This is an optimization exercise on Yosys and OpenROAD, whose aim is small area and a short achievable clock period, not a production implementation. Only simulation tests tie the RTL to the original design; equivalence was not proved. No activity file was given, so power comes from the tool's default toggle rates.

--- flow/config.mk ---
export PLATFORM = sky130hd
export DESIGN_NAME = mips_processor
export DESIGN_NICKNAME = mips_processor
export VERILOG_FILES = /design/flow/design.v
export SDC_FILE = /design/flow/constraint.sdc
export NUM_CORES = 4
export LEC_CHECK = 0
export ABC_CLOCK_PERIOD_IN_PS = 3500
export CAP_MARGIN = 20
export CORE_MARGIN = 2
export CORE_UTILIZATION = 55
export CTS_CLUSTER_DIAMETER = 100
export CTS_CLUSTER_SIZE = 22
export SETUP_SLACK_MARGIN = 5.0
export SLEW_MARGIN = 20
--- flow/constraint.sdc ---
create_clock -name core_clock -period 8.5 [get_ports {clk}]
set_input_delay 1.7000 -clock core_clock [delete_from_list [all_inputs] [get_ports {clk}]]
set_output_delay 1.7000 -clock core_clock [all_outputs]
set_load 0.01 [all_outputs]
--- flow/run.sh ---
#!/bin/bash
# synth_recipe.tcl (not shown) runs the flow's synth.tcl, then flattens the netlist and writes it again
# the make line also repeats each setting of config.mk as NAME=value (left out here)
make -C /OpenROAD-flow-scripts/flow DESIGN_CONFIG=/design/flow/config.mk WORK_HOME=/design/flow/orfs CLKGATE_MAP_FILE= SYNTH_SCRIPT=/design/flow/synth_recipe.tcl finish
--- flow/design.v ---
package mips_processor_pkg;
  localparam logic [3:0] OP_NOP  = 4'h0;
  localparam logic [3:0] OP_LI   = 4'h1;
  localparam logic [3:0] OP_ADD  = 4'h2;
  localparam logic [3:0] OP_SUB  = 4'h3;
  localparam logic [3:0] OP_AND  = 4'h4;
  localparam logic [3:0] OP_OR   = 4'h5;
  localparam logic [3:0] OP_XOR  = 4'h6;
  localparam logic [3:0] OP_NOT  = 4'h7;
  localparam logic [3:0] OP_SLL  = 4'h8;
  localparam logic [3:0] OP_MOV  = 4'h9;
  localparam logic [3:0] OP_COMP = 4'hA;
  localparam int OP_LSB = 28;
  localparam int RD_LSB = 24;
  localparam int RS_LSB = 20;
  localparam int RT_LSB = 16;
  localparam int IMM_W  = 16;
  localparam int CW = 21;
endpackage
module mips_alu
#(
  parameter int W = 32
) (
  input  logic           op_as,     
  input  logic           op_sub,
  input  logic           op_and,
  input  logic           op_or,
  input  logic           op_xor,
  input  logic           op_sll,
  input  logic           op_comp,
  input  logic [W-1:0]   a,
  input  logic [W-1:0]   b,
  output logic [W-1:0]   result,
  output logic           carry,
  output logic           overflow,
  output logic           eq
);
  logic [W:0]   sum;
  always_comb begin
    sum      = {1'b0, a} + {1'b0, b} + {{W{1'b0}}, op_sub};
    carry    = sum[W];
    overflow = (a[W-1] == b[W-1]) && (sum[W-1] != a[W-1]);
    eq       = a == b;
    result   = ({W{op_as}}  & sum[W-1:0])
             | ({W{op_and}} & (a & b))
             | ({W{op_or}}  & (a | b))
             | ({W{op_xor}} & (a ^ b))
             | ({W{op_sll}} & (a << b[4:0]))
             | {{(W-1){1'b0}}, op_comp & eq};
  end
endmodule
import mips_processor_pkg::*;
module mips_processor
#(
  parameter int aBit = 6,
  parameter int nBit = 32
) (
  input  logic            clk,
  input  logic            rst,
  input  logic            request,
  input  logic [aBit-1:0] addr,
  input  logic [nBit-1:0] din,
  output logic [nBit-1:0] dout,
  output logic            acknowledge,
  output logic            carry,
  output logic            overflow,
  output logic            equal
);
  logic [CW-1:0]   imem [2**aBit];
  logic [nBit-1:0] regs [16];
  logic [15:0]     valid;
  logic [aBit-1:0] pc;       
  logic [7:0]      fl, fh;
  logic [CW-1:0]   pf;
  logic            pf_v;
  logic            e_we, e_as, e_sub, e_and, e_or, e_xor, e_sll, e_comp;
  logic [3:0]      e_rd;
  logic [15:0]     e_wen;    
  logic [nBit-1:0] opa, opb;
  logic [nBit-1:0] res;
  logic            alu_c, alu_v, alu_eq;
  assign acknowledge = request;
  logic [CW-1:0] din_c;
  always_comb begin
    din_c        = '0;
    din_c[19:16] = din[RD_LSB +: 4];
    if (din[OP_LSB +: 4] == OP_LI) begin
      din_c[20]   = 1'b1;
      din_c[15:0] = din[15:0];
    end else begin
      din_c[15:12] = (din[OP_LSB +: 4] > OP_COMP) ? OP_NOP : din[OP_LSB +: 4];
      din_c[11:8]  = din[RS_LSB +: 4];
      din_c[4:0]   = (din[OP_LSB +: 4] == OP_SLL) ? din[4:0] : {1'b0, din[RT_LSB +: 4]};
    end
  end
  always_ff @(posedge clk)
    if (request) imem[addr] <= din_c;
  logic [CW-1:0] rdw;
  logic [CW-1:0] grp [8];
  always_comb begin
    rdw = '0;
    for (int j = 0; j < 8; j++) begin
      grp[j] = '0;
      for (int k = 0; k < 8; k++)
        grp[j] = grp[j] | ({CW{fl[k]}} & imem[8*j+k]);
      rdw = rdw | ({CW{fh[j]}} & grp[j]);
    end
  end
  always_ff @(posedge clk)
    if (!request)         pf <= rdw;
    else if (addr == pc)  pf <= din_c;
  logic [CW-1:0] w;
  logic          f_li, f_as, f_sub, f_and, f_or, f_xor, f_sll, f_comp, f_mov, f_not, f_we;
  logic [3:0]    f_op, f_rs, f_rt;
  assign w      = pf_v ? pf : imem[1];
  assign f_li   = w[20];
  assign f_op   = w[15:12];
  assign f_as   = !f_li && (f_op == OP_ADD || f_op == OP_SUB);
  assign f_sub  = !f_li && f_op == OP_SUB;
  assign f_and  = !f_li && f_op == OP_AND;
  assign f_mov  = !f_li && f_op == OP_MOV;
  assign f_not  = !f_li && f_op == OP_NOT;
  assign f_or   = f_li || (f_op == OP_OR) || f_mov;
  assign f_xor  = !f_li && (f_op == OP_XOR || f_op == OP_NOT);
  assign f_sll  = !f_li && f_op == OP_SLL;
  assign f_comp = !f_li && f_op == OP_COMP;
  assign f_we   = f_li || f_op != OP_NOP;
  assign f_rs   = pf[11:8];
  assign f_rt   = pf[3:0];
  logic [nBit-1:0] ga, gb, ra, rb, na, nb;
  always_comb begin
    ga = '0;
    gb = '0;
    for (int i = 0; i < 16; i++) begin
      ga = ga | ({nBit{f_rs == 4'(i) && valid[i]}} & regs[i]);
      gb = gb | ({nBit{f_rt == 4'(i) && valid[i]}} & regs[i]);
    end
  end
  assign ra = (e_we && e_rd == f_rs) ? res : ga;
  assign rb = (e_we && e_rd == f_rt) ? res : gb;
  always_comb begin
    na = f_li ? '0 : ra;
    if (f_li || f_sll) nb = {{(nBit-IMM_W){w[IMM_W-1]}}, w[IMM_W-1:0]};
    else if (f_mov)    nb = '0;
    else if (f_not)    nb = '1;
    else               nb = f_sub ? ~rb : rb;    
  end
  mips_alu #(.W(nBit)) alu (
    .op_as(e_as), .op_sub(e_sub), .op_and(e_and), .op_or(e_or), .op_xor(e_xor),
    .op_sll(e_sll), .op_comp(e_comp), .a(opa), .b(opb),
    .result(res), .carry(alu_c), .overflow(alu_v), .eq(alu_eq)
  );
  always_ff @(posedge clk or posedge rst) begin
    if (rst) begin
      pc       <= aBit'(1);
      fl       <= 8'b0000_0100;
      fh       <= 8'b0000_0001;
      pf_v     <= 1'b0;
      e_we     <= 1'b0;
      e_as     <= 1'b0;
      e_sub    <= 1'b0;
      e_and    <= 1'b0;
      e_or     <= 1'b0;
      e_xor    <= 1'b0;
      e_sll    <= 1'b0;
      e_comp   <= 1'b0;
      e_wen    <= '0;
      dout     <= '0;
      carry    <= 1'b0;
      overflow <= 1'b0;
      equal    <= 1'b0;
      valid    <= '0;
    end else if (!request) begin
      pc     <= pc + 1'b1;
      fl     <= {fl[6:0], fl[7]};
      if (fl[7]) fh <= {fh[6:0], fh[7]};
      pf_v   <= 1'b1;
      e_we   <= f_we;
      e_as   <= f_as;
      e_sub  <= f_sub;
      e_and  <= f_and;
      e_or   <= f_or;
      e_xor  <= f_xor;
      e_sll  <= f_sll;
      e_comp <= f_comp;
      for (int i = 0; i < 16; i++) e_wen[i] <= f_we && w[19:16] == 4'(i);
      valid  <= valid | e_wen;
      if (e_we) dout <= res;
      if (e_as) begin
        carry    <= alu_c;
        overflow <= alu_v;
      end
      if (e_comp) equal <= alu_eq;
    end
  end
  always_ff @(posedge clk)
    if (!request) begin
      e_rd <= w[19:16];
      opa  <= na;
      opb  <= nb;
    end
  always_ff @(posedge clk)
    for (int i = 0; i < 16; i++)
      if (!request && e_wen[i]) regs[i] <= res;
endmodule
==> results.ini, run 1 <==
[synth]
yosysWarnings=4
syn_area_per_cell_um2=14.9
yosysSeqAreaShare=0.722
ys.flop_type=edfxtp_1
synth_edf_count=1945
synth.distinct_cells=94
synthesis.area_um2=84300
syn_nets=5762
synthArstFlopShare=0.0480
synth-seq-cells=2043
netlist_instances=5653

[grt]
first_global_vias=53500
grt_overflow_total=0
grtUsageTotal=0.370
antenna_found_initial=8
grt_pass1_wl_um=410000
grt_max_degree=106

[setup_path]
arrival_ns=4.20
worstPathMaxFanout=8
path_buf_inv=5
critPathLaunchType=register
cp_top_family=compound AO/OA/AOI/OAI gates
crit_path_cell_trace=buf_12 -> fa_2 -> inv_2 -> fa_2 -> nand2b_4 -> a21o_1 -> a21oi_4 -> a2111oi_4 -> buf_4 -> or4_4 -> a41oi_4 -> clkinvlp_4 -> clkbuf_16
worst_setup_path_end_kind=register
critPathMaxStageDelay_ns=0.44
crit_top_cell=fa_2
cp_slowest_cell=or4_4
required_ns=9.04
critPathKind=reg2reg

[route]
wl_per_cell_um=37.6
drtIter0Drc=8735
dr.pass1.iters=6
postRouteAntennaNets=0
viasPerCell=7.21
drc_errors=0
finalWirelength_um=297000
route.vias.total=56900

[cts]
cts_tree=yes
clkLatencyLatePin_ns=0.79
clkSinkCount=2043
htreeDepth=3
root_buffer=clkbuf_16
cts.reportedPaths.clkPinSlew_ns=0.09
cts_max_path_buffers=3
cts_buffers=104
hold_buffers=0

[timing]
tightest_slew_ns=1.11
hold_violations=0
finalCritPeriodShare=0.430
setup_violations=0
maxSlewViolCount=0
grt_setup_unrepaired=true
skew_ns=0.0361
maxSlewHeadroom=0.257
finalSetupTns_ns=0
max_freq_ghz=0.274
min_period_ns=3.65

[placed_design]
gp_congestion=0.985
numPortBuffers=76
dp_hpwl_um=169000

[floorplan]
io_pins=77
die_x_um=396
dieArea_um2=156000
fp-row-count=143
start_util=0.554
die_y_um=396
core_um2=152000

[layout]
areaGrowthSynthToFinish_pct=11.7
nFillCells=11400
drive_gt1_frac=0.158
nets=5911
layout.area.seq_um2=60900
multi_input_area_um2=23400

[pwr]
finalPower_mw=20.6
p_per_area_nw_per_um2=218
switching_share=0.275
internal-power_mw=14.9
seqPwrFrac=0.571
pwr-share-clk=0.268
max-vdd-ir-drop_mv=0.227
combPwrFrac=0.161
switchingPower_mw=5.65
p_leak_nw=30.1

[run_status]
status=no timing/DRC/antenna violations

[min_path]
hold_class=reg2reg

[flow_run]
maxCapViolCount=0

==> kinds of logic after synthesis <==
family | after synthesis | synth area share
adders and majority gates | 68 | 0.0103
DFF | 2043 | 0.722
buffers and inverters | 505 | 0.0234
muxes | 159 | 0.0239
and+or+nand+nor | 1148 | 0.0688
xor gates and xnor gates | 30 | 0.00312
AOI/OAI and AO/OA | 1700 | 0.149
==> per-stage QoR <==
stage | utilization | instance area (µm²) | worst slack [ns] | hold WS, ns | instances
floorplan | - | 84600 | 4.50 | 0.465 | 5653
finish | 0.619 | 94200 | 4.85 | 0.479 | 7890
CTS | 0.612 | 93000 | 4.61 | 0.481 | 7828
global route | 0.619 | 94200 | 4.82 | 0.515 | 7887
global placement | 0.580 | 88100 | 3.35 | 0.457 | 7550
detailed placement | 0.580 | 88200 | 3.22 | 0.462 | 7552
==> area by class of cell <==
| class | count | share of cell area |
|---|---|---|
| clock buffer | 150 | 0.0295 |
| multi-input combinational | 3127 | 0.248 |
| timing repair buffer | 419 | 0.0415 |
| inverter | 105 | 0.00464 |
| tap | 2030 | 0.0270 |
| clock inverter | 10 | 0.00201 |
| antenna | 4 | 0.000106 |
| sequential | 2043 | 0.647 |
| timing repair inverter | 2 | 0.000133 |
==> power groups by stage <==
stage	registers (mW)	logic [mW]	clock network (mW)
detailed placement	12.0	2.73	0
global placement	12.0	2.70	0
CTS	11.7	3.01	5.54
floorplan	11.9	1.53	0
finish	11.8	3.31	5.51
global route	11.8	3.42	5.86
==> flip-flops by register name, summed over array words and instances (netlist names), 6 cells and up <==
name / flops
imem: 1344
regs: 512
dout: 32
opa: 32
opb: 32
pf: 21
e_wen: 16
valid: 16
fh: 8
fl: 8
pc: 6
==> cells in the mapped netlist, types with 14 or more instances <==
master	instances	area (µm²)
a21oi_1	98	490
a221oi_1	27	236
nor4_1	51	319
or2_2	20	125
buf_1	27	101
xnor2_1	16	140
xor2_1	14	123
nor3_1	48	240
and3_1	62	388
nor2_1	159	597
mux2_2	52	586
dfrtp_1	95	2380
buf_2	42	210
nor2b_1	27	169
ha_1	66	826
inv_1	104	390
or3_1	14	87.6
a211oi_1	29	218
a31oi_1	23	144
o31ai_1	21	158
edfxtp_1	1945	58400
nand4_1	218	1360
nand3_1	73	365
a21o_1	24	180
mux4_2	28	631
o21a_1	16	120
a22o_1	41	359
nand2_1	385	1450
mux2i_1	77	771
o22ai_1	15	93.8
o211ai_1	20	150
a22oi_1	1187	8910
clkbuf_1	326	1220
o21ai_0	102	510
and2_1	31	194
==> worst reg2reg max path, cell delays in order (launching register included) <==
cell and delay [ns]:
edfxtp_1 0.41, buf_12 0.14, fa_2 0.24, inv_2 0.05, fa_2 0.36, nand2b_4 0.15
a21o_1 0.19, a21oi_4 0.26, a2111oi_4 0.16, buf_4 0.17, or4_4 0.44, a41oi_4 0.36
clkinvlp_4 0.28, clkbuf_16 0.21
==> cell usage in the layout (no fill, tap or decap), drive strengths merged, types with 23 or more instances in the layout <==
cell type / count
buf: 343
clkbuf: 151
nand4: 219
a22oi: 1187
nor2: 178
nor2b: 27
o21ai: 106
a31oi: 23
and3: 62
a21oi: 100
nor4: 52
a211oi: 29
edfxtp: 1945
nor3: 48
a21o: 24
clkdlybuf4s50: 60
mux2i: 77
nand2: 385
nand3: 74
mux4: 28
dfrtp: 95
and2: 34
a22o: 41
inv: 100
ha: 66
mux2: 56
a221oi: 28
==> worst paths after layout <==
check	from	to	slack (ns)	cells after the start
max	opb[0]$_DFFE_PN_	regs[1][22]$_DFFE_PP_	4.85	13
min	dout[13]$_DFFE_PP0P_	dout[13]$_DFFE_PP0P_	0.48	2
max reg2reg	opb[0]$_DFFE_PN_	regs[1][22]$_DFFE_PP_	4.85	13
min reg2reg	dout[13]$_DFFE_PP0P_	dout[13]$_DFFE_PP0P_	0.48	2
max in group asynchronous	rst	fl[0]$_DFFE_PP0N_	5.51	4
min in group asynchronous	rst	dout[31]$_DFFE_PP0P_	1.28	2
==> routing by layer <==
layer / wire, µm / vias up / GRT usage
li1: - / 23200 / -
met1: 107000 / 28800 / 0.493
met2: 139000 / 4004 / 0.589
met3: 30000 / 852 / 0.0549
met4: 20900 / 2 / 0.206
met5: 9 / - / 0
==> timing repair <==
item / CTS / global route
setup endpoints to repair: 1657 / 871
gates resized for setup: 187 / 123
buffers inserted: 92 / 51
cloned: 24 / 6
pin swaps: 47 / 45
==> inputs of run 2 (changes only) <==
==> flow/flow/run.sh (new file) <==
#!/bin/bash
set -euo pipefail
bash standard.sh MATCH_CELL_FOOTPRINT=0 finish > make_finish.log 2>&1
test -f out/final.def
==> flow/standard.sh (new file) <==
#!/bin/bash
# synth_recipe.tcl (not shown) runs the flow's synth.tcl, then flattens the netlist and writes it again
# the make line also repeats each setting of config.mk as NAME=value (left out here)
make -C /OpenROAD-flow-scripts/flow DESIGN_CONFIG=/design/flow/config.mk WORK_HOME=/design/flow/orfs CLKGATE_MAP_FILE= SYNTH_SCRIPT=/design/flow/synth_recipe.tcl "${@:-finish}"
--- a/flow/config.mk
+++ b/flow/config.mk
@@ -8,8 +8,6 @@
 export ABC_CLOCK_PERIOD_IN_PS = 3500
 export CAP_MARGIN = 20
 export CORE_MARGIN = 2
-export CORE_UTILIZATION = 55
-export CTS_CLUSTER_DIAMETER = 100
-export CTS_CLUSTER_SIZE = 22
+export CORE_UTILIZATION = 40
 export SETUP_SLACK_MARGIN = 5.0
 export SLEW_MARGIN = 20
removed: flow/run.sh
==> results.ini, run 2 <==
[synth]
yosysSeqAreaShare=0.722  ; unchanged
synth_most_common_cell=edfxtp_1
syn_nets=5762  ; unchanged
synth-seq-cells=2043  ; unchanged
ys.flop_type=edfxtp_1
netlist_instances=5653  ; unchanged
synth.distinct_cells=94  ; unchanged
synth_top_area_share=0.693  ; unchanged
yosysWarnings=4  ; unchanged
synthArstFlopShare=0.0480  ; unchanged
yosys-top-cells-count=1945 x edfxtp_1, 1187 x a22oi_1, 385 x nand2_1, 326 x clkbuf_1, 218 x nand4_1
synthTopCellsByArea=edfxtp_1 69%, a22oi_1 11%, dfrtp_1 2.8%
synthesis.area_um2=84300  ; unchanged
syn_area_per_cell_um2=14.9  ; unchanged
synth_top_area_cell=edfxtp_1
synth_edf_count=1945  ; unchanged

[route]
finalWirelength_um=295000  ; -0.40%
route.vias.total=57600  ; +1.3%
dr_wl_met3_um=33600  ; +12%
viasPerCell=6.52  ; -9.6%
drc_errors=0  ; unchanged
drtIter0Drc=9173  ; +5.0%
dr.max_layer_used=met5
wl_met1_um=113000  ; +5.6%
wl_per_cell_um=33.4  ; -11%
dr.pass1.iters=7  ; +1
wl_met2_um=133000  ; -3.9%
postRouteAntennaNets=0  ; unchanged

[setup_path]
critPathKind=reg2reg
worst_setup_path_end_kind=register
critPathMaxStageDelay_ns=0.99  ; +0.55 ns
path_buf_inv=1  ; -4
worstPathMaxFanout=24  ; +16
reg2reg_depth=7  ; -6
cp_top_family=simple AND/OR/NAND/NOR gates
required_ns=8.96  ; -0.08 ns
cp_slowest_cell=nor4_1
regToRegEndpoint=opa[3]$_SDFFCE_PP0N_
critPathLaunchType=register
arrival_ns=4.14  ; -0.06 ns
crit_path_cell_trace=and2_1 -> and3_2 -> buf_4 -> a22oi_1 -> nand2_1 -> nor4_1 -> a211oi_1
worstReg2RegStart=pf[8]$_DFFE_PP_
rrSetupSlack_ns=4.82  ; -0.03 ns

[run_status]
status=no timing/DRC/antenna violations

[min_path]
hold_class=reg2reg
hold-path-cell-count=2  ; unchanged
min_from=dout[3]$_DFFE_PP0P_
hold_path_end=dout[3]$_DFFE_PP0P_

[floorplan]
die_y_um=463  ; +17%
start_util=0.402  ; -0.152
dieArea_um2=214000  ; +37%
io_pins=77  ; unchanged
core_um2=210000  ; +38%
fp-row-count=168  ; +17%
die_x_um=463  ; +17%

[timing]
tightest_slew_ns=1.17  ; +0.0567 ns
finalSetupTns_ns=0  ; unchanged
setup_violations=0  ; unchanged
finalCritPeriodShare=0.433  ; +0.00310
min_period_ns=3.68  ; +0.0264 ns
maxSlewViolCount=0  ; unchanged
hold_ws_ns=0.477  ; -0.00219 ns
maxSlewHeadroom=0.215  ; -0.0422
hold_violations=0  ; unchanged
grt_setup_unrepaired=true
max_freq_ghz=0.272  ; -0.72%
skew_ns=0.0836  ; +0.0475 ns

[pwr]
p_leak_nw=31.9  ; +6.0%
finalPower_mw=23.8  ; +16%
p_per_area_nw_per_um2=242  ; +11%
max-vdd-ir-drop_mv=0.198  ; -13%

[grt]
grt_pass1_wl_um=412000  ; +0.36%
antenna_found_initial=9  ; +1
grtUsageTotal=0.266  ; -0.104
grt_overflow_total=0  ; unchanged
grt_max_degree=100  ; -5.7%
first_global_vias=54300  ; +1.6%

[layout]
areaGrowthSynthToFinish_pct=16.5
final_common_cell=edfxtp_1
largest_reg_flops=1344  ; unchanged
top_register=imem
post-route-util=0.469  ; -0.151
final_cell_mix=1945 x edfxtp_1, 1183 x a22oi_1, 378 x nand2_1, 264 x buf_4, 218 x nand4_1
nets=5975  ; +1.1%
reg.largest.list=imem: 1344 flops, regs: 512 flops
drive_gt1_frac=0.170  ; +0.0126

[cts]
clkLatencyLatePin_ns=0.86  ; +0.07 ns
cts_tree=yes
clkSinkCount=2043  ; unchanged
root_buffer=clkbuf_16
cts_max_path_buffers=3  ; unchanged
cts_buffers=200  ; +92%
cts.reportedPaths.clkPinSlew_ns=0.06  ; -0.03 ns
htreeDepth=4  ; +1

[placed_design]
dp_hpwl_um=163000  ; -3.4%
gp_congestion=0.965  ; -2.1%
numPortBuffers=76  ; unchanged

[flow_run]
maxCapViolCount=0  ; unchanged

==> run 2: worst max-delay path by stage <==
stage                                start                    end  slack [ns]  cells after the start
after global routing               request            acknowledge        4.89                      2
after floorplan                    request   regs[0][0]$_DFFE_PP_        4.50                      3
final                      pf[8]$_DFFE_PP_   opa[3]$_SDFFCE_PP0N_        4.82                      7
after detailed placement  opb[3]$_DFFE_PN_  regs[9][27]$_DFFE_PP_        3.22                     10
after global placement             addr[0]  imem[5][12]$_DFFE_PP_        3.32                      4
after CTS                          addr[0]   imem[5][2]$_DFFE_PP_        4.69                      4
==> run 2: per-stage QoR <==
step | instances | area (µm²) | setup WS, ns
finish | 8846 | 98200 | 4.82
global route | 8842 | 98200 | 4.89
CTS | 8809 | 97500 | 4.69
detailed placement | 8331 | 89100 | 3.22
global placement | 8331 | 89100 | 3.32
floorplan | 5653 | 84600 | 4.50
==> run 2: power breakdown <==
| group | leakage (nW) | internal, mW | switching (mW) |
|---|---|---|---|
| logic | 10.7 | 1.08 | 2.14 |
| clock network | 3.15 | 4.93 | 3.86 |
| registers | 18.0 | 11.5 | 0.266 |
| total | 31.9 | 17.5 | 6.27 |
==> run 2: area by class of cell <==
class | instances | area (µm²)
antenna | 6 | 15.0
inverter | 105 | 444
fill | 18000 | 111000
clock inverter | 108 | 1060
clock buffer | 263 | 5420
timing repair buffer | 388 | 3640
sequential | 2043 | 60900
multi-input combinational | 3126 | 23200
tap | 2805 | 3510
timing repair inverter | 2 | 15.0
==> run 2: what timing repair did <==
item	in CTS	in global routing
resized for setup	194	100
endpoints found under the setup margin	1489	1125
pin swaps	45	42
cloned	26	5
hold buffers	0	0
setup buffers	81	26
==> run 2: logic make-up after synthesis <==
| family | synth area share |
|---|---|
| fa+ha+maj | 0.0103 |
| mux | 0.0239 |
| compound gates | 0.149 |
| flops | 0.722 |
| xor+xnor | 0.00312 |
| simple gates | 0.0688 |
| buf+inv | 0.0234 |
==> run 2: routing by layer <==
| layer | track usage | vias up |
|---|---|---|
| li1 | - | 23500 |
| met1 | 0.363 | 29200 |
| met2 | 0.403 | 4212 |
| met3 | 0.0594 | 730 |
| met4 | 0.128 | 4 |
| met5 | 0 | - |
==> run 2: worst reg2reg max path, cell delays in order, from the launching register on <==
cell and delay, ns:
edfxtp_1 0.56, and2_1 0.28, and3_2 0.37, buf_4 0.40, a22oi_1 0.26, nand2_1 0.09, nor4_1 0.99, a211oi_1 0.33
==> inputs of run 3 (changes only) <==
==> flow/run.sh (new file) <==
#!/bin/bash
# synth_recipe.tcl (not shown) runs the flow's synth.tcl, then flattens the netlist and writes it again
# the make line also repeats each setting of config.mk as NAME=value (left out here)
make -C /OpenROAD-flow-scripts/flow DESIGN_CONFIG=/design/flow/config.mk WORK_HOME=/design/flow/orfs CLKGATE_MAP_FILE= SYNTH_SCRIPT=/design/flow/synth_recipe.tcl finish
--- a/flow/config.mk
+++ b/flow/config.mk
@@ -9,5 +9,7 @@
 export CAP_MARGIN = 20
 export CORE_MARGIN = 2
 export CORE_UTILIZATION = 40
+export CTS_CLUSTER_DIAMETER = 100
+export CTS_CLUSTER_SIZE = 26
 export SETUP_SLACK_MARGIN = 5.0
 export SLEW_MARGIN = 20
removed: flow/flow/run.sh
removed: flow/standard.sh
==> results.ini, run 3 <==
[run_status]
status=no timing/DRC/antenna violations

[synth]
syn_nets=5762  ; unchanged
syn_area_per_cell_um2=14.9  ; unchanged
synthesis.area_um2=84300  ; unchanged
synth_top_area_cell=edfxtp_1
yosys.area_share.xor_xnor=0.00312  ; unchanged
yosys-top-cells-count=1945 x edfxtp_1, 1187 x a22oi_1, 385 x nand2_1, 326 x clkbuf_1, 218 x nand4_1
yosysWarnings=4  ; unchanged
netlist_instances=5653  ; unchanged
synthMuxAreaShare=0.0239  ; unchanged
synth_simple_gate_area_frac=0.0688  ; unchanged
synth_top_area_share=0.693  ; unchanged
synth_fa_ha_area_frac=0.0103  ; unchanged
synth_top_family_by_area=compound AO/OA/AOI/OAI gates
synthTopCellsByArea=edfxtp_1 69%, a22oi_1 11%, dfrtp_1 2.8%
synth_compound_area_frac=0.149  ; unchanged
synth_most_common_cell=edfxtp_1
synth-seq-cells=2043  ; unchanged
yosysSeqAreaShare=0.722  ; unchanged
synthArstFlopShare=0.0480  ; unchanged
ys.flop_type=edfxtp_1
synth_edf_count=1945  ; unchanged
synth.distinct_cells=94  ; unchanged

[flow_run]
maxCapViolCount=0  ; unchanged

[floorplan]
start_util=0.402  ; unchanged
fp-row-count=168  ; unchanged
core_um2=210000  ; unchanged
io_pins=77  ; unchanged
die_y_um=463  ; unchanged
dieArea_um2=214000  ; unchanged
die_x_um=463  ; unchanged

[timing]
finalSetupTns_ns=0  ; unchanged
max_freq_ghz=0.275  ; +1.3%
hold_ws_ns=0.485  ; +0.00809 ns
hold_violations=0  ; unchanged
grt_setup_unrepaired=true
maxSlewViolCount=0  ; unchanged
setup_violations=0  ; unchanged
min_period_ns=3.63  ; -0.0468 ns
finalCritPeriodShare=0.428  ; -0.00550
setup_ws_ns=4.87  ; +0.0468 ns
skew_ns=0.0919  ; +0.00825 ns
tightest_slew_ns=1.13  ; -0.0421 ns
maxSlewHeadroom=0.250  ; +0.0353

[placed_design]
gp_congestion=0.965  ; unchanged
placed_area_um2=89100  ; unchanged
dp_hpwl_um=163000  ; unchanged
numPortBuffers=76  ; unchanged
dp_slack_ns=3.22  ; unchanged

[pwr]
combPwrFrac=0.163  ; +0.028
switchingPower_mw=5.60  ; -11%
seqPwrFrac=0.580  ; +0.085
p_leak_nw=29.9  ; -6.2%
pwr-share-clk=0.257  ; -0.113
switching_share=0.276  ; +0.0127
p_per_area_nw_per_um2=214  ; -12%
max-vdd-ir-drop_mv=0.190  ; -3.6%
internal-power_mw=14.7  ; -16%

[layout]
drive_gt1_frac=0.152  ; -0.0182
top_register=imem
nets=5889  ; -1.4%
reg.largest.list=imem: 1344 flops, regs: 512 flops
final_cell_mix=1945 x edfxtp_1, 1179 x a22oi_1, 375 x nand2_1, 277 x buf_4, 218 x nand4_1
largest_reg_flops=1344  ; unchanged
final_area_um2=94700  ; -3.6%
areaGrowthSynthToFinish_pct=12.3
final_common_cell=edfxtp_1

[cts]
hold_buffers=0  ; unchanged
cts_max_path_buffers=3  ; unchanged
clkLatencyLatePin_ns=0.81  ; -0.05 ns
cts_buffers=90  ; -55%
clkSinkCount=2043  ; unchanged
cts_tree=yes
root_buffer=clkbuf_16
htreeDepth=3  ; -1
cts.reportedPaths.clkPinSlew_ns=0.09  ; +0.03 ns

[grt]
use_met2=0.406  ; +0.00294
grtUsageMet1=0.361  ; -0.00154
grt_max_degree=100  ; unchanged
grt.busiest_layer=met2
grt_overflow_total=0  ; unchanged
grt_pass1_wl_um=406000  ; -1.3%
first_global_vias=53100  ; -2.4%
antenna_found_initial=10  ; +1
use_met3=0.0490  ; -0.0103
grtUsageTotal=0.262  ; -0.00386

[setup_path]
worst_setup_path_end_kind=primary output
cp_slowest_cell=buf_16
critPathLaunchType=input pin
required_ns=6.80  ; -2.16 ns
critPathMaxStageDelay_ns=0.12  ; -0.87 ns
path_buf_inv=2  ; +1
critPathKind=in2out
arrival_ns=1.93  ; -2.21 ns
crit_path_cell_trace=buf_16 -> buf_6
cp_top_family=buffers and inverters
worstPathMaxFanout=5  ; -79%

[route]
wl_per_cell_um=33.9  ; +1.4%
route.vias.total=56700  ; -1.6%
postRouteAntennaNets=0  ; unchanged
finalWirelength_um=293000  ; -0.90%
drtIter0Drc=9762  ; +6.4%
drc_errors=0  ; unchanged
dr.pass1.iters=8  ; +1
viasPerCell=6.56  ; +0.68%

[min_path]
hold_class=reg2reg

run 3: routing by layer:
metal | up-vias | part of all wire
met5 | - | 0.00015
li1 | 23200 | -
met1 | 28800 | 0.39
met3 | 692 | 0.11
met2 | 4034 | 0.45
met4 | 4 | 0.051
run 3: cells by family after synthesis:
logic type	count (synthesis)
and+or+nand+nor	1148
AOI/OAI and AO/OA	1700
buffers and inverters	505
xor gates and xnor gates	30
adders and majority gates	68
DFF	2043
muxes	159
run 3: area by class of cell:
type / instances / area, µm²
Clock buffer: 139 / 2460
Clock inverter: 10 / 183
Inverter: 105 / 447
Sequential cell: 2043 / 60900
Tap cell: 2805 / 3510
Timing Repair inverter: 4 / 28.8
Antenna cell: 3 / 7.51
Multi-Input combinational cell: 3129 / 23400
Timing Repair Buffer: 407 / 3730
Fill cell: 18300 / 115000
run 3: power groups by stage:
| stage | clock network (mW) | logic [mW] | registers [mW] |
|---|---|---|---|
| 2_1_floorplan | 0 | 1.53 | 11.9 |
| 3_3_place_gp | 0 | 2.68 | 12.0 |
| 3_5_place_dp | 0 | 2.71 | 12.0 |
| 4_1_cts | 5.24 | 2.99 | 11.7 |
| 5_1_grt | 5.57 | 3.43 | 11.8 |
| 6_report | 5.20 | 3.31 | 11.8 |
run 3: worst paths after layout:
| kind | cells past startpoint | from | slack, ns | to |
|---|---|---|---|---|
| worst max-delay path | 2 | request | 4.87 | acknowledge |
| worst min-delay path | 2 | dout[3]$_DFFE_PP0P_ | 0.48 | dout[3]$_DFFE_PP0P_ |
| worst max register to register | 13 | opa[0]$_SDFFCE_PP0N_ | 4.89 | opb[13]$_DFFE_PN_ |
| worst min register to register | 2 | dout[3]$_DFFE_PP0P_ | 0.48 | dout[3]$_DFFE_PP0P_ |
| max in group asynchronous | 4 | rst | 5.50 | fl[7]$_DFFE_PP0N_ |
| min in group asynchronous | 3 | rst | 1.46 | dout[27]$_DFFE_PP0P_ |
run 3: repair_timing:
action | 4_1_cts | 5_1_grt
setup buffers | 73 | 53
resized for setup | 201 | 143
hold endpoints to repair | 0 | 0
pin swaps | 37 | 62
setup endpoints to repair | 1525 | 1093
gates cloned | 25 | 11
run 3: metrics by stage:
stage | cells | utilization | power (mW)
finish | 8645 | 0.452 | 20.3
global placement | 8331 | 0.425 | 14.7
global route | 8643 | 0.452 | 20.8
CTS | 8578 | 0.446 | 20.0
floorplan | 5653 | - | 13.4
detailed placement | 8331 | 0.425 | 14.7
run 3: worst reg2reg max path, cell delays in order, from the launching register on:
cell and delay (ns):
edfxtp_1 0.54, fa_2 0.45, buf_4 0.14, buf_4 0.13, a211oi_4 0.28, o211ai_2 0.15
buf_4 0.16, buf_4 0.13, a211oi_4 0.32, o21bai_2 0.12, xor2_2 0.15, a221o_2 0.50
o32ai_2 0.25, nor3_2 0.06
==> inputs of run 4 (changes only) <==
--- a/flow/config.mk
+++ b/flow/config.mk
@@ -6,10 +6,10 @@
 export NUM_CORES = 4
 export LEC_CHECK = 0
 export ABC_CLOCK_PERIOD_IN_PS = 3500
-export CAP_MARGIN = 20
+export CAP_MARGIN = 10
 export CORE_MARGIN = 2
 export CORE_UTILIZATION = 40
 export CTS_CLUSTER_DIAMETER = 100
-export CTS_CLUSTER_SIZE = 26
+export CTS_CLUSTER_SIZE = 22
 export SETUP_SLACK_MARGIN = 5.0
-export SLEW_MARGIN = 20
+export SLEW_MARGIN = 10
==> results.ini, run 4 <==
[layout]
final_cell_mix=1945 x edfxtp_1, 1182 x a22oi_1, 376 x nand2_1, 285 x buf_4, 218 x nand4_1
areaGrowthSynthToFinish_pct=12.6
largest_reg_flops=1344  ; unchanged
nets=5904  ; +0.25%
post-route-util=0.453  ; +0.00124
reg.largest.list=imem: 1344 flops, regs: 512 flops
top_register=imem
final_common_cell=edfxtp_1
drive_gt1_frac=0.151  ; -0.00113
layout.area.seq_um2=60900  ; about the same
nFillCells=18300  ; +0.076%
multi_input_area_um2=23300  ; -0.47%

[synth]
yosysSeqAreaShare=0.722  ; unchanged
syn_area_per_cell_um2=14.9  ; unchanged
netlist_instances=5653  ; unchanged
synth_edf_count=1945  ; unchanged
synthesis.area_um2=84300  ; unchanged
synthArstFlopShare=0.0480  ; unchanged
synthTopCellsByArea=edfxtp_1 69%, a22oi_1 11%, dfrtp_1 2.8%
ys.flop_type=edfxtp_1
syn_nets=5762  ; unchanged
synth_top_area_cell=edfxtp_1
yosys-top-cells-count=1945 x edfxtp_1, 1187 x a22oi_1, 385 x nand2_1, 326 x clkbuf_1, 218 x nand4_1
synth_most_common_cell=edfxtp_1
synth_top_area_share=0.693  ; unchanged
synth.distinct_cells=94  ; unchanged
synth-seq-cells=2043  ; unchanged
yosysWarnings=4  ; unchanged

[setup_path]
critPathKind=reg2reg
worstPathMaxFanout=19  ; +14
cp_slowest_cell=mux4_2
arrival_ns=4.18  ; +2.25 ns
crit_start=opb[0]$_DFFE_PN_
worst_setup_path_end_kind=register
rrSetupSlack_ns=4.82  ; -0.07 ns
reg2reg_depth=11  ; -2
worstReg2RegStart=opb[0]$_DFFE_PN_
critPathMaxStageDelay_ns=0.46  ; +0.34 ns
crit_top_cell=buf_4
required_ns=9.00  ; +2.20 ns
critPathLaunchType=register
regToRegEndpoint=opb[7]$_DFFE_PN_
endpoint=opb[7]$_DFFE_PN_
crit_path_cell_trace=buf_12 -> buf_4 -> buf_4 -> buf_4 -> mux4_2 -> mux2i_2 -> o221ai_1 -> a21o_2 -> o21ai_0 -> mux2i_1 -> o21ai_0

[cts]
htreeDepth=3  ; unchanged
cts.reportedPaths.clkPinSlew_ns=0.10  ; about the same
cts_max_path_buffers=3  ; unchanged
cts_buffers=103  ; +14%
clkLatencyLatePin_ns=0.83  ; +0.02 ns
cts_tree=yes
root_buffer=clkbuf_16
clkSinkCount=2043  ; unchanged
hold_buffers=0  ; unchanged

[timing]
setup_violations=0  ; unchanged
min_period_ns=3.68  ; +0.0443 ns
finalSetupTns_ns=0  ; unchanged
maxSlewViolCount=0  ; unchanged
max_freq_ghz=0.272  ; -1.2%
skew_ns=0.116  ; +0.0243 ns
finalCritPeriodShare=0.433  ; +0.00521
tightest_slew_ns=1.08  ; -0.0475 ns
hold_violations=0  ; unchanged
grt_setup_unrepaired=true
hold_ws_ns=0.486  ; +0.00137 ns
maxSlewHeadroom=0.275  ; +0.0250

[floorplan]
die_x_um=463  ; unchanged
core_um2=210000  ; unchanged
start_util=0.402  ; unchanged
fp-row-count=168  ; unchanged
die_y_um=463  ; unchanged
io_pins=77  ; unchanged
dieArea_um2=214000  ; unchanged

[route]
postRouteAntennaNets=0  ; unchanged
drc_errors=0  ; unchanged
finalWirelength_um=293000  ; +0.15%
route.vias.total=57100  ; +0.60%
viasPerCell=6.58  ; +0.30%
wl_per_cell_um=33.8  ; -0.16%
drtIter0Drc=9730  ; -0.33%
dr.pass1.iters=13  ; +5

[grt]
grt_max_degree=100  ; unchanged
antenna_found_initial=12  ; +2
grt_pass1_wl_um=407000  ; about the same
grtUsageTotal=0.262  ; about the same
grt_overflow_total=0  ; unchanged
first_global_vias=53300  ; +0.50%

[pwr]
max-vdd-ir-drop_mv=0.181  ; -5.0%
p_per_area_nw_per_um2=216  ; +1.0%
seqPwrFrac=0.573  ; -0.007
switchingPower_mw=5.64  ; +0.71%
switching_share=0.274  ; -0.00169
internal-power_mw=14.9  ; +1.6%
p_leak_nw=30.0  ; +0.48%
pwr-share-clk=0.269  ; +0.012
combPwrFrac=0.158  ; -0.005

[min_path]
hold_class=reg2reg
hold-path-cell-count=2  ; unchanged

[run_status]
status=no timing/DRC/antenna violations

[placed_design]
gp_congestion=0.965  ; unchanged
numPortBuffers=76  ; unchanged
dp_hpwl_um=163000  ; about the same

[flow_run]
maxCapViolCount=0  ; unchanged

run 4: cell count changes in the layout (fill, tap and decap cells not counted), sizes merged, moves of 2 or more:
cell      previous run  this run
bufbuf               3         5
clkbuf             145       164
clkinvlp            15        13
buf                329       334
diode                3         5
run 4: final cells by class:
type / count / share of cell area
Antenna cell: 5 / 0.000132
Clock buffer: 162 / 0.0296
Clock inverter: 9 / 0.00191
Inverter: 105 / 0.00464
Multi-Input combinational cell: 3129 / 0.246
Sequential cell: 2043 / 0.641
Tap cell: 2805 / 0.0370
Timing Repair Buffer: 411 / 0.0397
Timing Repair inverter: 2 / 0.000158
run 4: how the worst min path moves through the flow:
| stage | from | end | slack (ns) |
|---|---|---|---|
| 2_1_floorplan | pc[5]$_DFFE_PP0N_ | pc[5]$_DFFE_PP0N_ | 0.47 |
| 3_3_place_gp | dout[17]$_DFFE_PP0P_ | dout[17]$_DFFE_PP0P_ | 0.46 |
| 3_5_place_dp | overflow$_DFFE_PP0P_ | overflow$_DFFE_PP0P_ | 0.47 |
| 4_1_cts | dout[17]$_DFFE_PP0P_ | dout[17]$_DFFE_PP0P_ | 0.49 |
| 5_1_grt | dout[17]$_DFFE_PP0P_ | dout[17]$_DFFE_PP0P_ | 0.52 |
| 6_report | dout[3]$_DFFE_PP0P_ | dout[3]$_DFFE_PP0P_ | 0.49 |
run 4: routing by layer:
metal  GRT usage  part of all wire  vias up
li1            -                 -    23200
met1       0.358              0.38    29100
met2       0.405              0.45     4010
met3      0.0526              0.11      721
met4       0.118             0.054        6
met5           0           0.00014        -
run 4: power groups by stage:
stage          Clock, mW  Sequential [mW]  Combinational, mW
2_1_floorplan          0             11.9               1.53
3_3_place_gp           0             12.0               2.68
3_5_place_dp           0             12.0               2.71
4_1_cts             5.56             11.7               3.00
5_1_grt             5.89             11.8               3.38
6_report            5.52             11.8               3.25
run 4: critical path, delay by kind of cell (launching register included):
kind	cells	cell delay, ns
AOI/OAI and AO/OA	4	1.07
buffers and inverters	4	0.64
DFF	1	0.45
muxes	3	1.23
run 4: logic make-up after synthesis:
kind of cell	after synthesis	synth area share
flip-flops	2043	0.722
buffers and inverters	505	0.0234
AND/OR/NAND/NOR	1148	0.0688
AO/OA/AOI/OAI	1700	0.149
multiplexers	159	0.0239
XOR/XNOR	30	0.00312
adder cells (fa/ha/maj)	68	0.0103
run 4: stage by stage:
stage / setup slack, ns / instance area [µm²] / cells / power, mW
6_report: 4.82 / 95000 / 8671 / 20.5
5_1_grt: 4.85 / 94900 / 8669 / 21.0
4_1_cts: 4.64 / 93900 / 8602 / 20.3
3_5_place_dp: 3.22 / 89100 / 8331 / 14.7
3_3_place_gp: 3.32 / 89100 / 8331 / 14.7
2_1_floorplan: 4.50 / 84600 / 5653 / 13.4
run 4: repair_timing:
| action | 4_1_cts | 5_1_grt |
|---|---|---|
| endpoints found under the setup margin | 1486 | 1449 |
| gates cloned | 26 | 7 |
| setup buffers | 74 | 57 |
| gates resized for setup | 207 | 109 |
| pin swaps | 45 | 39 |
==> inputs of run 5 (changes only) <==
--- a/flow/config.mk
+++ b/flow/config.mk
@@ -6,10 +6,10 @@
 export NUM_CORES = 4
 export LEC_CHECK = 0
 export ABC_CLOCK_PERIOD_IN_PS = 3500
-export CAP_MARGIN = 10
+export CAP_MARGIN = 20
 export CORE_MARGIN = 2
 export CORE_UTILIZATION = 40
 export CTS_CLUSTER_DIAMETER = 100
 export CTS_CLUSTER_SIZE = 22
-export SETUP_SLACK_MARGIN = 5.0
-export SLEW_MARGIN = 10
+export SETUP_SLACK_MARGIN = 4.85
+export SLEW_MARGIN = 20
==> results.ini, run 5 <==
[synth]
synthesis.area_um2=84300  ; unchanged
synth_simple_gate_area_frac=0.0688  ; unchanged
synth_most_common_cell=edfxtp_1
synth_top_area_share=0.693  ; unchanged
synthMuxAreaShare=0.0239  ; unchanged
synthArstFlopShare=0.0480  ; unchanged
yosys.area_share.xor_xnor=0.00312  ; unchanged
yosysSeqAreaShare=0.722  ; unchanged
ys.flop_type=edfxtp_1
netlist_instances=5653  ; unchanged
yosysWarnings=4  ; unchanged
yosys-top-cells-count=1945 x edfxtp_1, 1187 x a22oi_1, 385 x nand2_1, 326 x clkbuf_1, 218 x nand4_1
syn_nets=5762  ; unchanged
synth_edf_count=1945  ; unchanged
synth.distinct_cells=94  ; unchanged
syn_area_per_cell_um2=14.9  ; unchanged
synth_compound_area_frac=0.149  ; unchanged
synth_top_family_by_area=compound AO/OA/AOI/OAI gates
synthTopCellsByArea=edfxtp_1 69%, a22oi_1 11%, dfrtp_1 2.8%
synth_top_area_cell=edfxtp_1
synth_fa_ha_area_frac=0.0103  ; unchanged
synth-seq-cells=2043  ; unchanged

[layout]
areaGrowthSynthToFinish_pct=10.9
largest_reg_flops=1344  ; unchanged
final_common_cell=edfxtp_1
reg.largest.list=imem: 1344 flops, regs: 512 flops
drive_gt1_frac=0.130  ; -0.0205
final_cell_mix=1945 x edfxtp_1, 1186 x a22oi_1, 377 x nand2_1, 250 x buf_4, 218 x nand4_1
top_register=imem
stdcell_count=8594  ; -0.89%
nets=5826  ; -1.3%
final_area_um2=93500  ; -1.5%

[route]
wl_per_cell_um=33.6  ; -0.59%
postRouteAntennaNets=0  ; unchanged
drtIter0Drc=9385  ; -3.5%
finalWirelength_um=289000  ; -1.5%
dr.pass1.iters=9  ; -4
route.vias.total=56100  ; -1.7%
viasPerCell=6.53  ; -0.84%
drc_errors=0  ; unchanged

[setup_path]
critPathKind=reg2reg
crit_start=pf[10]$_DFFE_PP_
worst_setup_path_end_kind=register
regToRegEndpoint=opa[20]$_SDFFCE_PP0N_
worstReg2RegStart=pf[10]$_DFFE_PP_
worstPathMaxFanout=20  ; +1
arrival_ns=4.21  ; +0.03 ns
reg2reg_depth=9  ; -2
critPathLaunchType=register
rrSetupSlack_ns=4.78  ; -0.04 ns
required_ns=8.99  ; about the same

[cts]
cts.reportedPaths.clkPinSlew_ns=0.10  ; about the same
cts_tree=yes
cts_max_path_buffers=3  ; unchanged
clkSinkCount=2043  ; unchanged
clkLatencyLatePin_ns=0.80  ; -0.03 ns
cts_buffers=104  ; +0.97%
root_buffer=clkbuf_16
hold_buffers=0  ; unchanged
htreeDepth=3  ; unchanged

[timing]
finalCritPeriodShare=0.437  ; +0.00459
setup_violations=0  ; unchanged
finalSetupTns_ns=0  ; unchanged
max_freq_ghz=0.269  ; -1.0%
maxSlewHeadroom=0.195  ; -0.0805
hold_ws_ns=0.485  ; -0.00121 ns
min_period_ns=3.72  ; +0.0390 ns
grt_setup_unrepaired=true
tightest_slew_ns=1.20  ; +0.120 ns
skew_ns=0.0580  ; -0.0582 ns
hold_violations=0  ; unchanged
maxSlewViolCount=0  ; unchanged

[grt]
grtUsageTotal=0.260  ; -0.00168
grt_overflow_total=0  ; unchanged
grt_max_degree=88  ; -12%
grt_pass1_wl_um=405000  ; -0.46%
first_global_vias=53400  ; +0.16%
antenna_found_initial=7  ; -5

[pwr]
max-vdd-ir-drop_mv=0.175  ; -3.2%
p_leak_nw=29.5  ; -1.9%
finalPower_mw=20.4  ; -0.78%
p_per_area_nw_per_um2=218  ; +0.74%

[floorplan]
start_util=0.402  ; unchanged
fp-row-count=168  ; unchanged
dieArea_um2=214000  ; unchanged
die_y_um=463  ; unchanged
core_um2=210000  ; unchanged
die_x_um=463  ; unchanged
io_pins=77  ; unchanged

[placed_design]
gp_congestion=0.945  ; -2.0%
dpl.cell_count=8355  ; +0.29%
dp_hpwl_um=167000  ; +2.6%
numPortBuffers=76  ; unchanged
placed_area_um2=89200  ; +0.14%

[run_status]
status=no timing/DRC/antenna violations

[min_path]
hold_class=reg2reg
hold-path-cell-count=2  ; unchanged
hold_path_end=dout[4]$_DFFE_PP0P_
min_from=dout[4]$_DFFE_PP0P_

[flow_run]
maxCapViolCount=0  ; unchanged

==> run 5: cell count changes in the layout (fill, tap and decap cells not counted), sizes merged, moves of 2 or more <==
cell / previous run / this run
buf: 334 / 278
bufbuf: 5 / 3
dlygate4sd2: 17 / 1
nor2: 180 / 161
and2: 33 / 35
dlymetal6s2s: 3 / 0
clkinvlp: 13 / 10
clkdlybuf4s50: 49 / 69
inv: 97 / 101
==> run 5: worst max-delay path by stage <==
stage,to,depth (start not counted),slack [ns]
6_report,opa[20]$_SDFFCE_PP0N_,9,4.78
5_1_grt,imem[1][13]$_DFFE_PP_,4,4.75
4_1_cts,opb[28]$_DFFE_PN_,9,4.80
3_5_place_dp,pf[8]$_DFFE_PP_,8,3.13
3_3_place_gp,pf[8]$_DFFE_PP_,8,3.24
2_1_floorplan,regs[0][0]$_DFFE_PP_,3,4.50
==> run 5: repair_timing <==
| item | 4_1_cts | 5_1_grt |
|---|---|---|
| gates cloned | 8 | 1 |
| pin swaps | 12 | 14 |
| resized for setup | 100 | 63 |
| setup endpoints to repair | 1010 | 329 |
| buffers inserted | 38 | 13 |
| hold endpoints to repair | 0 | 0 |
==> run 5: layer usage <==
layer | up-vias | global-route usage | part of all wire
li1 | 23000 | - | -
met1 | 28700 | 0.351 | 0.38
met2 | 3673 | 0.405 | 0.46
met3 | 679 | 0.0483 | 0.10
met4 | 6 | 0.129 | 0.057
met5 | - | 0 | 0.00015
==> run 5: power by group <==
part           switching [mW]  total (mW)  internal (mW)
clock                    3.19        5.54           2.35
sequential              0.285        11.8           11.5
combinational            2.06        3.06          0.992
total                    5.54        20.4           14.8
==> run 5: per-stage QoR <==
| step | setup WS (ns) | utilization |
|---|---|---|
| final | 4.78 | 0.446 |
| after global routing | 4.75 | 0.446 |
| after CTS | 4.80 | 0.444 |
| after detailed placement | 3.13 | 0.426 |
| after global placement | 3.24 | 0.426 |
| after floorplan | 4.50 | - |
==> run 5: cell type report <==
| class | instances | area (µm²) |
|---|---|---|
| Timing Repair inverter | 2 | 15.0 |
| Timing Repair Buffer | 352 | 3120 |
| Fill cell | 18500 | 116000 |
| Clock inverter | 10 | 193 |
| Inverter | 105 | 427 |
| Tap cell | 2805 | 3510 |
| Multi-Input combinational cell | 3109 | 22500 |
| Clock buffer | 163 | 2820 |
| Antenna cell | 5 | 12.5 |
| Sequential cell | 2043 | 60900 |
==> run 5: logic make-up (layout without fill, tap and decap cells) <==
family	Yosys count	count (layout)
buf+inv	505	632
other cells	0	5
mux	159	159
simple gates	1148	1151
flops	2043	2043
fa+ha+maj	68	68
compound gates	1700	1701
xor+xnor	30	30
==> run 5: worst max-delay path, stage by stage, from the launching register on <==
cell and delay (ns):
edfxtp_1 0.63, and2_1 0.29, and3_2 0.45, buf_4 0.40, a22oi_1 0.20, nand2_1 0.08
nor4_1 0.99, nand2_1 0.14, nand2_1 0.14, a21oi_2 0.05
==> inputs of run 6 (changes only) <==
--- a/flow/design.v
+++ b/flow/design.v
@@ -96,15 +96,10 @@
   always_ff @(posedge clk)
     if (request) imem[addr] <= din_c;
   logic [CW-1:0] rdw;
-  logic [CW-1:0] grp [8];
   always_comb begin
     rdw = '0;
-    for (int j = 0; j < 8; j++) begin
-      grp[j] = '0;
-      for (int k = 0; k < 8; k++)
-        grp[j] = grp[j] | ({CW{fl[k]}} & imem[8*j+k]);
-      rdw = rdw | ({CW{fh[j]}} & grp[j]);
-    end
+    for (int i = 0; i < 2**aBit; i++)
+      rdw = rdw | ({CW{fl[i%8] & fh[i/8]}} & imem[i]);
   end
   always_ff @(posedge clk)
     if (!request)         pf <= rdw;
--- a/flow/config.mk
+++ b/flow/config.mk
@@ -11,5 +11,5 @@
 export CORE_UTILIZATION = 40
 export CTS_CLUSTER_DIAMETER = 100
 export CTS_CLUSTER_SIZE = 22
-export SETUP_SLACK_MARGIN = 4.85
+export SETUP_SLACK_MARGIN = 5.0
 export SLEW_MARGIN = 20
==> results.ini, run 6 <==
[run_status]
status=no timing/DRC/antenna violations

[placed_design]
numPortBuffers=76  ; unchanged
placed_area_um2=88500  ; -0.88%
gp_congestion=0.956  ; +1.2%
dp_hpwl_um=201000  ; +20%

[synth]
synth_top_area_share=0.703  ; +0.00996
synthesis.area_um2=83100  ; -1.4%
syn_area_per_cell_um2=15.5  ; +3.6%
synth_edf_count=1945  ; unchanged
ys.flop_type=edfxtp_1
synth.distinct_cells=89  ; -5.3%
syn_nets=5486  ; -4.8%
synthTopCellsByArea=edfxtp_1 70%, a22oi_1 5.7%, a221oi_1 2.9%
synth-seq-cells=2043  ; unchanged
yosysSeqAreaShare=0.732  ; +0.0104
yosysWarnings=3  ; -1
synthArstFlopShare=0.0480  ; unchanged
yosys-top-cells-count=1945 x edfxtp_1, 630 x a22oi_1, 307 x clkbuf_1, 273 x a221oi_1, 269 x a22o_1
synth_most_common_cell=edfxtp_1
netlist_instances=5377  ; -4.9%
synth_top_area_cell=edfxtp_1

[grt]
grt_overflow_total=0  ; unchanged
antenna_found_initial=22  ; +15
first_global_vias=54100  ; +1.3%
grt_max_degree=99  ; +13%
grt_pass1_wl_um=467000  ; +15%
grtUsageTotal=0.323  ; +0.0626

[route]
wl_per_cell_um=42.5  ; +27%
route.vias.total=59800  ; +6.6%
drc_errors=0  ; unchanged
postRouteAntennaNets=0  ; unchanged
dr.pass1.iters=7  ; -2
finalWirelength_um=357000  ; +23%
drtIter0Drc=12100  ; +29%
viasPerCell=7.13  ; +9.2%

[setup_path]
crit_top_cell=buf_4
critPathLaunchType=input pin
worstPathMaxFanout=10  ; -50%
worst_setup_path_end_kind=register
cp_slowest_cell=nor2_2
critPathMaxStageDelay_ns=0.82  ; -0.17 ns
critPathKind=in2reg
required_ns=8.93  ; -0.06 ns
arrival_ns=4.09  ; -0.12 ns
crit_path_cell_trace=clkdlybuf4s50_1 -> nand3b_1 -> buf_4 -> buf_4 -> nor2_2

[floorplan]
io_pins=77  ; unchanged
start_util=0.402  ; -0.000506
die_y_um=460  ; -0.71%
dieArea_um2=211000  ; -1.4%
fp-row-count=167  ; -0.60%
die_x_um=460  ; -0.71%
core_um2=207000  ; -1.3%

[timing]
setup_violations=0  ; unchanged
maxSlewHeadroom=0.198  ; +0.00334
tightest_slew_ns=1.18  ; -0.0127 ns
finalCritPeriodShare=0.430  ; -0.00737
max_freq_ghz=0.274  ; +1.7%
hold_violations=0  ; unchanged
min_period_ns=3.66  ; -0.0627 ns
finalSetupTns_ns=0  ; unchanged
skew_ns=0.0892  ; +0.0313 ns
maxSlewViolCount=0  ; unchanged
grt_setup_unrepaired=true

[cts]
htreeDepth=3  ; unchanged
cts.reportedPaths.clkPinSlew_ns=0.09  ; about the same
cts_buffers=105  ; +0.96%
clkSinkCount=2043  ; unchanged
cts_max_path_buffers=3  ; unchanged
root_buffer=clkbuf_16
clkLatencyLatePin_ns=0.85  ; +0.05 ns
cts_tree=yes
hold_buffers=0  ; unchanged

[layout]
areaGrowthSynthToFinish_pct=14.0
final_common_cell=edfxtp_1
final_area_um2=94700  ; +1.3%
drive_gt1_frac=0.162  ; +0.0315
nets=5731  ; -1.6%
largest_reg_flops=1344  ; unchanged
post-route-util=0.458  ; +0.0116
top_register=imem
final_cell_mix=1945 x edfxtp_1, 630 x a22oi_1, 302 x buf_4, 269 x a221oi_1, 268 x a22o_1
reg.largest.list=imem: 1344 flops, regs: 512 flops

[pwr]
p_leak_nw=29.7  ; +0.70%
p_per_area_nw_per_um2=217  ; -0.22%
max-vdd-ir-drop_mv=0.188  ; +7.6%

[min_path]
hold_class=reg2reg

[flow_run]
maxCapViolCount=0  ; unchanged

[run 6: routing by layer]
metal,track usage,up-vias,part of all wire
met5,0.000230,-,0.00032
met1,0.413,30000,0.33
met3,0.0971,1288,0.15
li1,-,22500,-
met2,0.488,5888,0.44
met4,0.186,14,0.078
[run 6: layout make-up]
type	instances	area, µm²
repair buffers	471	4710
repair inverters	2	15.0
clock buffers	149	2840
clock inverters	14	229
flip-flops and latches	2043	60900
diodes	2	5.00
inverters	105	439
well taps	2704	3380
multi-input cells	2894	22200
fillers	17800	112000
[run 6: worst paths after layout]
check | start | cells past startpoint | slack [ns] | end
min reg2reg | valid[1]$_DFFE_PP0N_ | 1 | 0.49 | valid[1]$_DFFE_PP0N_
max | addr[5] | 5 | 4.84 | imem[31][6]$_DFFE_PP_
min | valid[1]$_DFFE_PP0N_ | 1 | 0.49 | valid[1]$_DFFE_PP0N_
max in group asynchronous | rst | 3 | 6.40 | carry$_DFFE_PP0P_
min in group asynchronous | rst | 3 | 1.30 | pc[5]$_DFFE_PP0N_
max reg2reg | fl[4]$_DFFE_PP0N_ | 9 | 4.87 | pf[6]$_DFFE_PP_
[run 6: stage by stage]
step / power, mW / setup WS [ns] / hold WS, ns / instances
6_report: 20.6 / 4.84 / 0.485 / 8384
5_1_grt: 21.0 / 4.78 / 0.507 / 8382
4_1_cts: 20.3 / 4.41 / 0.490 / 8277
3_5_place_dp: 14.7 / 3.45 / 0.467 / 7999
3_3_place_gp: 14.7 / 3.47 / 0.462 / 7988
2_1_floorplan: 13.4 / 4.35 / 0.446 / 5377
[run 6: cells by family after synthesis]
group,count (synthesis),share of synthesized area
adders and majority gates,68,0.0104
DFF,2043,0.732
AOI/OAI and AO/OA,1615,0.149
xor gates and xnor gates,48,0.00506
and+or+nand+nor,990,0.0605
buffers and inverters,480,0.0221
muxes,133,0.0208
[run 6: worst max-delay path: cells and delay by family]
kind	cells	cell delay [ns]
and+or+nand+nor	2	1.19
buffers and inverters	3	1.17
[run 6: repair_timing]
action | CTS | global route
setup buffers | 93 | 82
gates cloned | 22 | 23
pin swaps | 54 | 53
gates resized for setup | 120 | 126
endpoints found under the setup margin | 1631 | 1192
[run 6: report_power, final]
| group | leakage (nW) | switching (mW) | internal (mW) |
|---|---|---|---|
| Combinational | 10.2 | 2.10 | 1.03 |
| Sequential | 18.0 | 0.253 | 11.5 |
| Clock | 1.47 | 3.29 | 2.41 |

==> separate check: timing with driven ports <==
The flow's constraints put no driver on any port. The routed layouts listed below were extracted and timed again, unchanged, in two steps.
Step 1: set_driving_cell puts a clkbuf_16 on clk and a buf_2 on each other input, an assumption about the parent block.
Step 2, shift: input delay + t, output delay - t, t = (earliest + latest rising clock arrival at the registers) / 2. This alone moves slack from input paths to output paths.
Three values: ideal ports, drivers, drivers and shift; two values: the first two.
run	t (ns)	setup WS [ns]	worst setup path at the end	latest minus earliest clock arrival (ns)	worst register clock-pin slew, ns
run 1	0.858	4.845 / 4.655 / 4.106	input to register	0.044 / 0.044	0.10 / 0.10
run 2	0.909	4.819 / 4.819 / 4.020	input to register	0.085 / 0.085	0.07 / 0.07
run 3	0.850	4.866 / 4.718 / 4.188	input to register	0.095 / 0.095	0.11 / 0.11
run 4	0.867	4.821 / 4.821 / 4.049	input to register	0.120 / 0.120	0.10 / 0.10
run 5	0.865	4.782 / 4.782 / 3.941	input to register	0.058 / 0.058	0.10 / 0.10
run 6	0.883	4.845 / 4.828 / 4.019	input to register	0.091 / 0.091	0.10 / 0.10
After both steps every run listed still meets setup and hold. For run 5, which loses most, drivers alone change the setup slack by 0.000 ns; drivers and shift together by -0.841 ns.
